This is an optimization exercise on Yosys and OpenROAD, whose aim is small area, a short achievable clock period and few clock cycles per item, not a production implementation.
At most, simulation tests tie the RTL to the original design; equivalence was not proved.
No functional check of the RTL was part of run 1.

==> flow/design.v (outline; a module is shown in full before it is edited, if it fits) <==
// module pow_stream: 4002 lines
// module pw_fa: 9 lines
// module pw_ha: 8 lines
// module pw_benc: 10 lines
// module pw_bpp: 10 lines
module pow_stream #(
  parameter int DATA_W = 32,
  parameter int EXP_W  = 3,
  parameter int ID_W   = 1
) (
  input  logic              clk,
  input  logic              aresetn,
  input  logic              s_tvalid,
  output logic              s_tready,
  input  logic [DATA_W-1:0] s_tdata,
  input  logic [EXP_W-1:0]  s_texp,
  input  logic [ID_W-1:0]   s_tid,
  input  logic              s_tlast,
  output logic              m_tvalid,
  input  logic              m_tready,
  output logic [DATA_W-1:0] m_tdata,
  output logic [ID_W-1:0]   m_tid,
  output logic              m_tlast,
  output logic              m_tovf
);
  // ...
==> flow/run.sh <==
#!/bin/bash
# synth_recipe.tcl (not shown) runs the flow's synth.tcl, then flattens the netlist and writes it again
# the make line also repeats each setting of config.mk as NAME=value (left out here)
make -C /OpenROAD-flow-scripts/flow DESIGN_CONFIG=/design/flow/config.mk WORK_HOME=/design/flow/orfs CLKGATE_MAP_FILE= SYNTH_SCRIPT=/design/flow/synth_recipe.tcl finish
==> flow/config.mk <==
export PLATFORM = sky130hd
export DESIGN_NAME = pow_stream
export DESIGN_NICKNAME = pow_stream
export VERILOG_FILES = /design/flow/design.v
export SDC_FILE = /design/flow/constraint.sdc
export NUM_CORES = 4
export LEC_CHECK = 0
export CAP_MARGIN = 20
export CORE_MARGIN = 2
export CORE_UTILIZATION = 40
export SETUP_SLACK_MARGIN = 5
export SLEW_MARGIN = 20
export SYNTH_HIERARCHICAL = 1
export SYNTH_MINIMUM_KEEP_SIZE = 0
==> flow/constraint.sdc <==
create_clock -name core_clock -period 9.5 [get_ports {clk}]
set_input_delay 1.9000 -clock core_clock [delete_from_list [all_inputs] [get_ports {clk}]]
set_output_delay 1.9000 -clock core_clock [all_outputs]
set_load 0.01 [all_outputs]
==> results.cfg, run 1 <==
[min_path]
hold_end = r1_id$_DFFE_PN_

[timing]
finalSetupTns_ns = 0
hold_viol_final = 0

[global_route]
grt_max_degree = 164
grt.busiest_layer = met2

[final_layout]
top_register = r3_lo
largest_class = multi-input combinational cells
final.fill_count = 11804
top_regs = r3_lo x63, r5_p x62, r3_hi x58
drive_above_1_share = 0.296

[critical_path]
crit_path_max_fanout = 8
cp-startpoint = r5_p[27]$_DFFE_PN_
path_delay_family = compound AO/OA/AOI/OAI gates
cpMaxStageDelayCell = edfxtp_1
worstSetupStartpointType = flop
reg2reg_to = r3_lo[55]$_DFFE_PN_

[outcome]
outcome = no timing/DRC/antenna violations

[synth]
synth_compound_area_frac = 0.171
synth_top_cell_area_share = 0.289
synth_commonest_cells = fa_1 (786), xnor2_1 (611), and2_1 (541)

[drt]
wl_met1_um = 64400

[place]
portBuffers = 77

[clock_tree]
clkTransAtPathRegs_ns = 0.06
==> run 2: changes to the inputs <==
--- a/flow/design.v
+++ b/flow/design.v
@@ -3940,17 +3940,17 @@
     if (!aresetn) begin
       r0_v <= 1'b0;
       r1_v <= 1'b0;
       r2_v <= 1'b0;
       r3_v <= 1'b0;
       r4_v <= 1'b0;
       r5_v <= 1'b0;
     end else if (r_rdy) begin
-      r0_v <= s_tvalid & r_ok;
+      r0_v <= s_tvalid;
       r1_v <= r0_v;
       r2_v <= r1_v;
       r3_v <= r2_v;
       r4_v <= r3_v;
       r5_v <= r4_v;
     end
   end
   always_ff @(posedge clk) begin
@@ -3982,28 +3982,57 @@
       r4_id   <= r3_id;
       r4_last <= r3_last;
       r5_p <= {s5_2406, s5_2407, s5_2404, s5_2405, s5_2402, s5_2403, s5_2400, s5_2401, s5_2398, s5_2399, s5_2396, s5_2397, s5_2394, s5_2395, s5_2392, s5_2393, s5_2390, s5_2391, s5_2388, s5_2389, s5_2386, s5_2387, s5_2384, s5_2385, s5_2382, s5_2383, s5_2380, s5_2381, s5_2378, s5_2379, s5_2376, s5_2377, s5_2374, s5_2375, s5_2372, s5_2373, s5_2370, s5_2371, s5_2368, s5_2369, s5_2366, s5_2367, s5_2364, s5_2365, s5_2362, s5_2363, s5_2360, s5_2361, s5_2358, s5_2359, s5_2356, s5_2357, s5_2354, s5_2355, s5_2352, s5_2353, s5_2350, s5_2351, r4_hi[3], s5_2349, s5_pp_1628, r4_hi[1], s5_pp_1627};
       r5_ovf  <= r4_ovf;
       r5_id   <= r4_id;
       r5_last <= r4_last;
     end
   end
-  logic r_ok;   
+  logic            o_v, k_v, o_en;
+  logic [31:0]     o_d, k_d;
+  logic [ID_W-1:0] o_id, k_id;
+  logic            o_last, k_last, o_ovf, k_ovf;
+  logic            k_v_nxt;
+  assign o_en = ~o_v | m_tready;
+  always_comb begin
+    if (k_v) k_v_nxt = ~o_en;
+    else     k_v_nxt = r_rdy & r5_v & ~o_en;
+  end
   always_ff @(posedge clk or negedge aresetn) begin
-    if (!aresetn) r_ok <= 1'b0;
-    else          r_ok <= 1'b1;
+    if (!aresetn) begin
+      o_v   <= 1'b0;
+      k_v   <= 1'b0;
+      r_rdy <= 1'b0;
+    end else begin
+      if (o_en) o_v <= k_v | (r_rdy & r5_v);
+      k_v   <= k_v_nxt;
+      r_rdy <= ~k_v_nxt;
+    end
+  end
+  always_ff @(posedge clk) begin
+    if (o_en) begin
+      o_d    <= k_v ? k_d    : res;
+      o_id   <= k_v ? k_id   : r5_id;
+      o_last <= k_v ? k_last : r5_last;
+      o_ovf  <= k_v ? k_ovf  : r5_ovf;
+    end
+    if (~o_en & ~k_v) begin
+      k_d    <= res;
+      k_id   <= r5_id;
+      k_last <= r5_last;
+      k_ovf  <= r5_ovf;
+    end
   end
-  assign r_rdy    = ~r5_v | m_tready;
-  assign s_tready = r_ok & r_rdy;
-  assign m_tvalid = r5_v;
-  assign m_tdata  = res;
-  assign m_tid    = r5_id;
-  assign m_tlast  = r5_last;
-  assign m_tovf   = r5_ovf;
+  assign s_tready = r_rdy;
+  assign m_tvalid = o_v;
+  assign m_tdata  = o_d;
+  assign m_tid    = o_id;
+  assign m_tlast  = o_last;
+  assign m_tovf   = o_ovf;
 endmodule
 module pw_fa (
   input  logic a,
   input  logic b,
   input  logic c,
   output logic s,
   output logic co
 );
==> flow/config.mk (replaced) <==
export PLATFORM = sky130hd
export DESIGN_NAME = pow_stream
export DESIGN_NICKNAME = pow_stream
export VERILOG_FILES = /design/flow/design.v
export SDC_FILE = /design/flow/constraint.sdc
export NUM_CORES = 4
export LEC_CHECK = 0
export CAP_MARGIN = 20
export CORE_MARGIN = 2
export CORE_UTILIZATION = 60
export CTS_BUF_LIST = sky130_fd_sc_hd__clkbuf_8
export CTS_CLUSTER_SIZE = 40
export SETUP_SLACK_MARGIN = 5
export SLEW_MARGIN = 20
export SYNTH_HIERARCHICAL = 1
export SYNTH_MINIMUM_KEEP_SIZE = 0
==> run 2 against run 1 <==
Net effect: synthesized cell count increased by 3.2%; core utilization increased by 22 points; area after synthesis increased by 4.9%; sequential share of layout area increased by 2.9 points; worst hold slack got worse by 0.0070 ns; sequential cell count increased by 72; worst setup slack improved by 0.48 ns; wire length increased by 2.0%; critical endpoint is now r3_lo[59]$_DFFE_PP_.
==> results.cfg, run 2 <==
[outcome]
outcome = no timing/DRC/antenna violations

[clock_tree]
root_buffer = clkbuf_8
cts.path.max_buffers = 3
cts.sinks = 561
ctsHoldBuffers = 0
cts_tree = built
insertion_delay_ns = 0.80
cts_made_buffers = 102
cts.htree.levels = 3
clkTransAtPathRegs_ns = 0.06

[die]
io_pins = 78
dieArea_um2 = 97700
initial_core_util = 0.603
fp-row-count = 113
die_w_um = 313
design.core.area_um2 = 94700
die_h_um = 313

[final_layout]
nets = 5877
area_growth_pct = 17.2
mostFrequentLayoutCell = fa_1
largest_reg_flops = 63
post-route-util = 0.707
final_cell_mix = fa_1 (648), edfxtp_1 (552), xnor2_1 (550), and2_1 (535), a22oi_2 (512)
drive_above_1_share = 0.271
top_regs = r3_lo x63, r5_p x62, r1_q x60
top_register = r3_lo
final.fill_count = 6670

[synth]
synth_ff_type = edfxtp_1
yosysMostFrequentCell = fa_1
netlist_top_cells_area = edfxtp_1 (29%), fa_1 (28%), a22oi_2 (11%), xnor2_1 (9.4%), and2_1 (5.9%)
netlist_instances = 4312
synth_top_cell_area_share = 0.290
synth_edf_count = 552
ys_ff_latch = 561
yosysWarnings = 7
yosysTopAreaCell = edfxtp_1
synth.avg_cell_area_um2 = 13.3
synth_commonest_cells = fa_1 (786), xnor2_1 (610), edfxtp_1 (552)
syn_area_um2 = 57100
yosysUniqueCellTypes = 88
ys_seq_area_frac = 0.294
synth_async_sr_flop_share = 0.0160

[global_route]
grt_pass1_wl_um = 238000
grt_max_degree = 132
track_usage = 0.319
grt_overflow = 0
antenna_found_initial = 5
grt_pass1_vias = 40092

[drt]
routed_wl_um = 153000
via_count = 37350
wl_per_cell_um = 24.8
ant_nets = 0
drc = 0
firstDrtPassIters = 6
viasPerCell = 6.06
drtIter0Drc = 2615

[critical_path]
rrSetupSlack_ns = 4.78
timing.rr.start = r2_b[3]$_SDFFCE_PN0P_
arrival_ns = 5.25
reg2reg_depth = 11
end_kind = flop
crit_path_max_fanout = 14
endpoint = r3_lo[59]$_DFFE_PP_
cp-startpoint = r2_b[3]$_SDFFCE_PN0P_
critical_path_class = flop to flop
worstSetupStartpointType = flop
required_ns = 10.03
reg2reg_to = r3_lo[59]$_DFFE_PP_

[timing]
finalSetupTns_ns = 0
period_share = 0.496
skew_ns = 0.0495
worst_pin_slew_ns = 1.10
finalMaxSlewViolations = 0
rsz0062_at_grt = true
max_slew_margin = 0.269
setup_viol = 0
max_freq_ghz = 0.212
hold_viol_final = 0
min_period_ns = 4.72

[place]
dpl.hpwl_um = 104000
gp_congestion = 0.897
portBuffers = 77

[min_path]
hold_class = flop to flop

[run]
maxCapViolCount = 0
run 2: cells by family after synthesis:
kind of cell / share of synthesized area
compound gates: 0.165
xor+xnor: 0.104
fa+ha+maj: 0.326
buf+inv: 0.0111
simple gates: 0.0918
other cells: 0.0000656
mux: 0.00731
flops: 0.294
run 2: per-module statistics from Yosys, one instance, submodules excluded:
module      copies in the design  cell area [µm²]  cells inside
pow_stream                     1            28100          2260
pw_benc                       32             31.3             4
pw_bpp                       512             21.3             2
pw_fa                        784             20.0             1
pw_ha                        116             12.5             1
run 2: repair_timing:
action                                  in CTS  in global routing
cloned                                      32                  0
gates resized for setup                    192                 61
pin swaps                                   68                 53
endpoints found under the setup margin      79                 42
setup buffers                              154                 50
run 2: stage by stage:
step / area (µm²) / instances / hold slack (ns) / setup WS [ns]
detailed placement: 60800 / 5742 / 0.405 / 3.57
finish: 67000 / 6164 / 0.413 / 4.78
CTS: 66200 / 6112 / 0.417 / 4.86
floorplan: 57900 / 4415 / 0.400 / 2.68
global route: 67000 / 6164 / 0.424 / 4.75
global placement: 60800 / 5741 / 0.402 / 3.68
run 2: worst min path at each step:
stage	from	end	slack, ns	cells past startpoint
3_5_place_dp	r3_hi[0]$_DFFE_PP_	r4_hi[0]$_DFFE_PP_	0.41	0
5_1_grt	r4_id$_DFFE_PP_	r5_id$_DFFE_PP_	0.42	0
2_1_floorplan	r0_id$_DFFE_PP_	r1_id$_DFFE_PP_	0.40	0
4_1_cts	r2_id$_DFFE_PP_	r3_id$_DFFE_PP_	0.42	0
3_3_place_gp	r2_id$_DFFE_PP_	r3_id$_DFFE_PP_	0.40	0
6_report	r2_id$_DFFE_PP_	r3_id$_DFFE_PP_	0.41	0
run 2: worst max-delay path: stages (launching register included):
cell	delay (ns)
edfxtp_1	0.44
buf_12	0.18
xor2_4	0.20
buf_12	0.19
a22oi_2	0.11
xnor2_1	0.33
fa_2	0.53
fa_2	0.50
fa_2	0.55
fa_2	0.45
fa_2	0.55
fa_2	0.42
run 2: per-layer routing:
layer / wire length [µm] / vias to the layer above / global-route usage / part of all wire
li1: - / 16404 / - / -
met1: 60200 / 19304 / 0.399 / 0.39
met2: 77300 / 1270 / 0.550 / 0.50
met3: 8510 / 368 / 0.0490 / 0.056
met4: 7050 / 4 / 0.141 / 0.046
met5: 27 / - / 0 / 0.00018
run 2: layout make-up:
| type | count | area, µm² | share of cell area |
|---|---|---|---|
| antenna | 1 | 2.50 | 0.0000374 |
| clock buffer | 102 | 1400 | 0.0210 |
| clock inverter | 82 | 656 | 0.00979 |
| inverter | 34 | 128 | 0.00191 |
| multi-input combinational | 3692 | 41500 | 0.619 |
| sequential | 561 | 16800 | 0.251 |
| tap | 1265 | 1580 | 0.0236 |
| timing repair buffer | 427 | 4920 | 0.0734 |
Testbench counts of run 2, summed over its fixed seeds: cycles 8,064, items 8,000.
==> run 3: changes to the inputs <==
--- a/flow/config.mk
+++ b/flow/config.mk
@@ -7,9 +7,7 @@
 export LEC_CHECK = 0
 export CAP_MARGIN = 20
 export CORE_MARGIN = 2
-export CORE_UTILIZATION = 60
-export CTS_BUF_LIST = sky130_fd_sc_hd__clkbuf_8
-export CTS_CLUSTER_SIZE = 40
+export CORE_UTILIZATION = 40
 export SETUP_SLACK_MARGIN = 5
 export SLEW_MARGIN = 20
 export SYNTH_HIERARCHICAL = 1
==> run 3 against run 2 <==
Net effect: still clean on timing, DRC and antenna; die area grew 49%; sequential cell count stayed put; critical endpoint is now r3_lo[53]$_DFFE_PP_.
==> results.cfg, run 3 <==
[drt]
drtIter0Drc = 1901
routed_wl_um = 151000
viasPerCell = 5.41
drc = 0
via_count = 36268
wl_per_cell_um = 22.6
firstDrtPassIters = 5
ant_nets = 0

[global_route]
grt_max_degree = 171
antenna_found_initial = 0
grt_overflow = 0
grt_pass1_wl_um = 239000
track_usage = 0.210
grt_pass1_vias = 39884

[final_layout]
largest_reg_flops = 63
area_growth_pct = 18.7
top_regs = r3_lo x63, r5_p x62, r1_q x60
drive_above_1_share = 0.262
mostFrequentLayoutCell = fa_1
fin_cells = 6699
nets = 5810
top_register = r3_lo
postLayoutCellArea_um2 = 67800
final_cell_mix = fa_1 (648), edfxtp_1 (552), xnor2_1 (551), and2_1 (535), a22oi_2 (512)

[timing]
min_period_ns = 4.60
rsz0062_at_grt = true
finalMaxSlewViolations = 0
period_share = 0.485
skew_ns = 0.0326
worst_pin_slew_ns = 1.08
max_freq_ghz = 0.217
hold_viol_final = 0
finalSetupTns_ns = 0
max_slew_margin = 0.277
setup_viol = 0
fin_ws_ns = 4.90

[synth]
syn_area_um2 = 57100
ys_ff_latch = 561
synth_commonest_cells = fa_1 (786), xnor2_1 (610), edfxtp_1 (552)
yosysTopAreaCell = edfxtp_1
netlist_top_cells_area = edfxtp_1 (29%), fa_1 (28%), a22oi_2 (11%), xnor2_1 (9.4%), and2_1 (5.9%)
netlist_instances = 4312
synth_ff_type = edfxtp_1
synth_top_cell_area_share = 0.290
yosysMostFrequentCell = fa_1
ys_seq_area_frac = 0.294
synth.avg_cell_area_um2 = 13.3
yosysWarnings = 7
synth_async_sr_flop_share = 0.0160
yosysUniqueCellTypes = 88
synth_edf_count = 552

[place]
portBuffers = 77
gp_congestion = 0.866
place_area_um2 = 61600
dpl.hpwl_um = 102000
place_ws_ns = 3.99
dp.cells = 6359

[clock_tree]
cts_made_buffers = 73
cts.sinks = 561
clkTransAtPathRegs_ns = 0.07
ctsHoldBuffers = 0
cts_tree = built
insertion_delay_ns = 0.67
cts.htree.levels = 3
cts.path.max_buffers = 3
root_buffer = clkbuf_16

[die]
die_h_um = 382
fp-row-count = 138
design.core.area_um2 = 142000
io_pins = 78
dieArea_um2 = 146000
die_w_um = 382
initial_core_util = 0.404

[min_path]
hold_class = flop to flop
min_from = r0_id$_DFFE_PP_
min_path_cells = 0
hold_end = r1_id$_DFFE_PP_

[critical_path]
critical_path_class = flop to flop
arrival_ns = 5.03
worstSetupStartpointType = flop
end_kind = flop
reg2reg_depth = 11
reg2reg_to = r3_lo[53]$_DFFE_PP_
crit_path_max_fanout = 5
required_ns = 9.92
rrSetupSlack_ns = 4.90
timing.rr.start = r2_b[0]$_SDFFCE_PN1P_
cp-startpoint = r2_b[0]$_SDFFCE_PN1P_

[run]
maxCapViolCount = 0

[outcome]
outcome = no timing/DRC/antenna violations
[run 3: cell count changes in the layout (fill, tap and decap cells not counted), sizes merged, moves of 2 or more]
cell / delta
buf: -39
bufbuf: +2
bufinv: -3
clkbuf: -16
clkinv: -18
clkinvlp: -2
inv: -14
[run 3: worst max path at each step]
stage	end	slack [ns]
floorplan	r3_lo[55]$_DFFE_PP_	2.68
detailed placement	r3_lo[61]$_DFFE_PP_	3.99
global route	r3_lo[57]$_DFFE_PP_	4.81
global placement	r3_lo[61]$_DFFE_PP_	3.99
finish	r3_lo[53]$_DFFE_PP_	4.90
CTS	r3_lo[61]$_DFFE_PP_	4.90
[run 3: final cells by class]
class,instances,area [µm²]
antenna,2,5.00
clock buffer,86,1970
clock inverter,45,478
fill,12450,73700
inverter,34,128
multi-input combinational,3691,41500
sequential,561,16800
tap,1890,2360
timing repair buffer,390,4620
[run 3: modules after synthesis, one instance, submodules excluded]
module      flip-flops and latches  cell area, µm²  cells inside
pw_ha                            0            12.5             1
pow_stream                     561           28100          2260
pw_benc                          0            31.3             4
pw_fa                            0            20.0             1
pw_bpp                           0            21.3             2
[run 3: per-stage QoR]
stage / utilization / hold WS (ns)
final: 0.479 / 0.417
after global routing: 0.479 / 0.429
after CTS: 0.475 / 0.423
after detailed placement: 0.435 / 0.405
after global placement: 0.435 / 0.402
after floorplan: - / 0.400
[run 3: layer usage]
layer	wire length, µm	GRT usage
met4	4720	0.0682
met2	76300	0.365
met5	0	0
met1	64400	0.273
met3	5720	0.0258
[run 3: timing repair]
item / 4_1_cts / 5_1_grt
pin swaps: 53 / 34
gates resized for setup: 177 / 62
cloned: 33 / 0
setup endpoints to repair: 72 / 39
setup buffers: 160 / 12
[run 3: worst max-delay path, stage by stage (launching register included)]
cell	delay, ns
edfxtp_1	0.51
nand2b_4	0.20
o22ai_4	0.20
buf_6	0.17
a22oi_2	0.08
xnor2_2	0.17
fa_1	0.58
fa_1	0.46
fa_2	0.55
fa_1	0.44
fa_2	0.57
fa_2	0.43
[run 3: cells by family (layout without fill, tap and decap cells)]
| family | after synthesis | count (layout) | share of synthesized area |
|---|---|---|---|
| buf+inv | 164 | 555 | 0.0111 |
| xor+xnor | 679 | 680 | 0.104 |
| mux | 38 | 38 | 0.00731 |
| compound gates | 928 | 928 | 0.165 |
| flops | 561 | 561 | 0.294 |
| other cells | 1 | 106 | 0.0000656 |
| fa+ha+maj | 1018 | 1018 | 0.326 |
| simple gates | 923 | 923 | 0.0918 |

## afterwards: timing with drivers on the ports
The flow's constraints put no driver on any port. The routed layouts listed below were extracted and timed again, unchanged, in two steps.
Step 1 assumes that a clkbuf_16 drives the clock port and a buf_2 every other input.
Step 2 times the ports against the registers' clock, not the clock port: input delays grow and output delays shrink by t, the midpoint of the rising clock arrivals with the driver on.
a / b / c = no drivers / after step 1 / after step 2; a / b = the first two.
run | shift t [ns] | slack for setup (ns) | worst setup path after step 2
run 1 | 0.744 | 4.300 / 4.230 / 4.844 | register to register
run 2 | 0.843 | 4.784 / 4.784 / 4.784 | register to register
run 3 | 0.732 | 4.896 / 4.896 / 4.896 | register to register
After both steps every run listed still meets setup and hold.
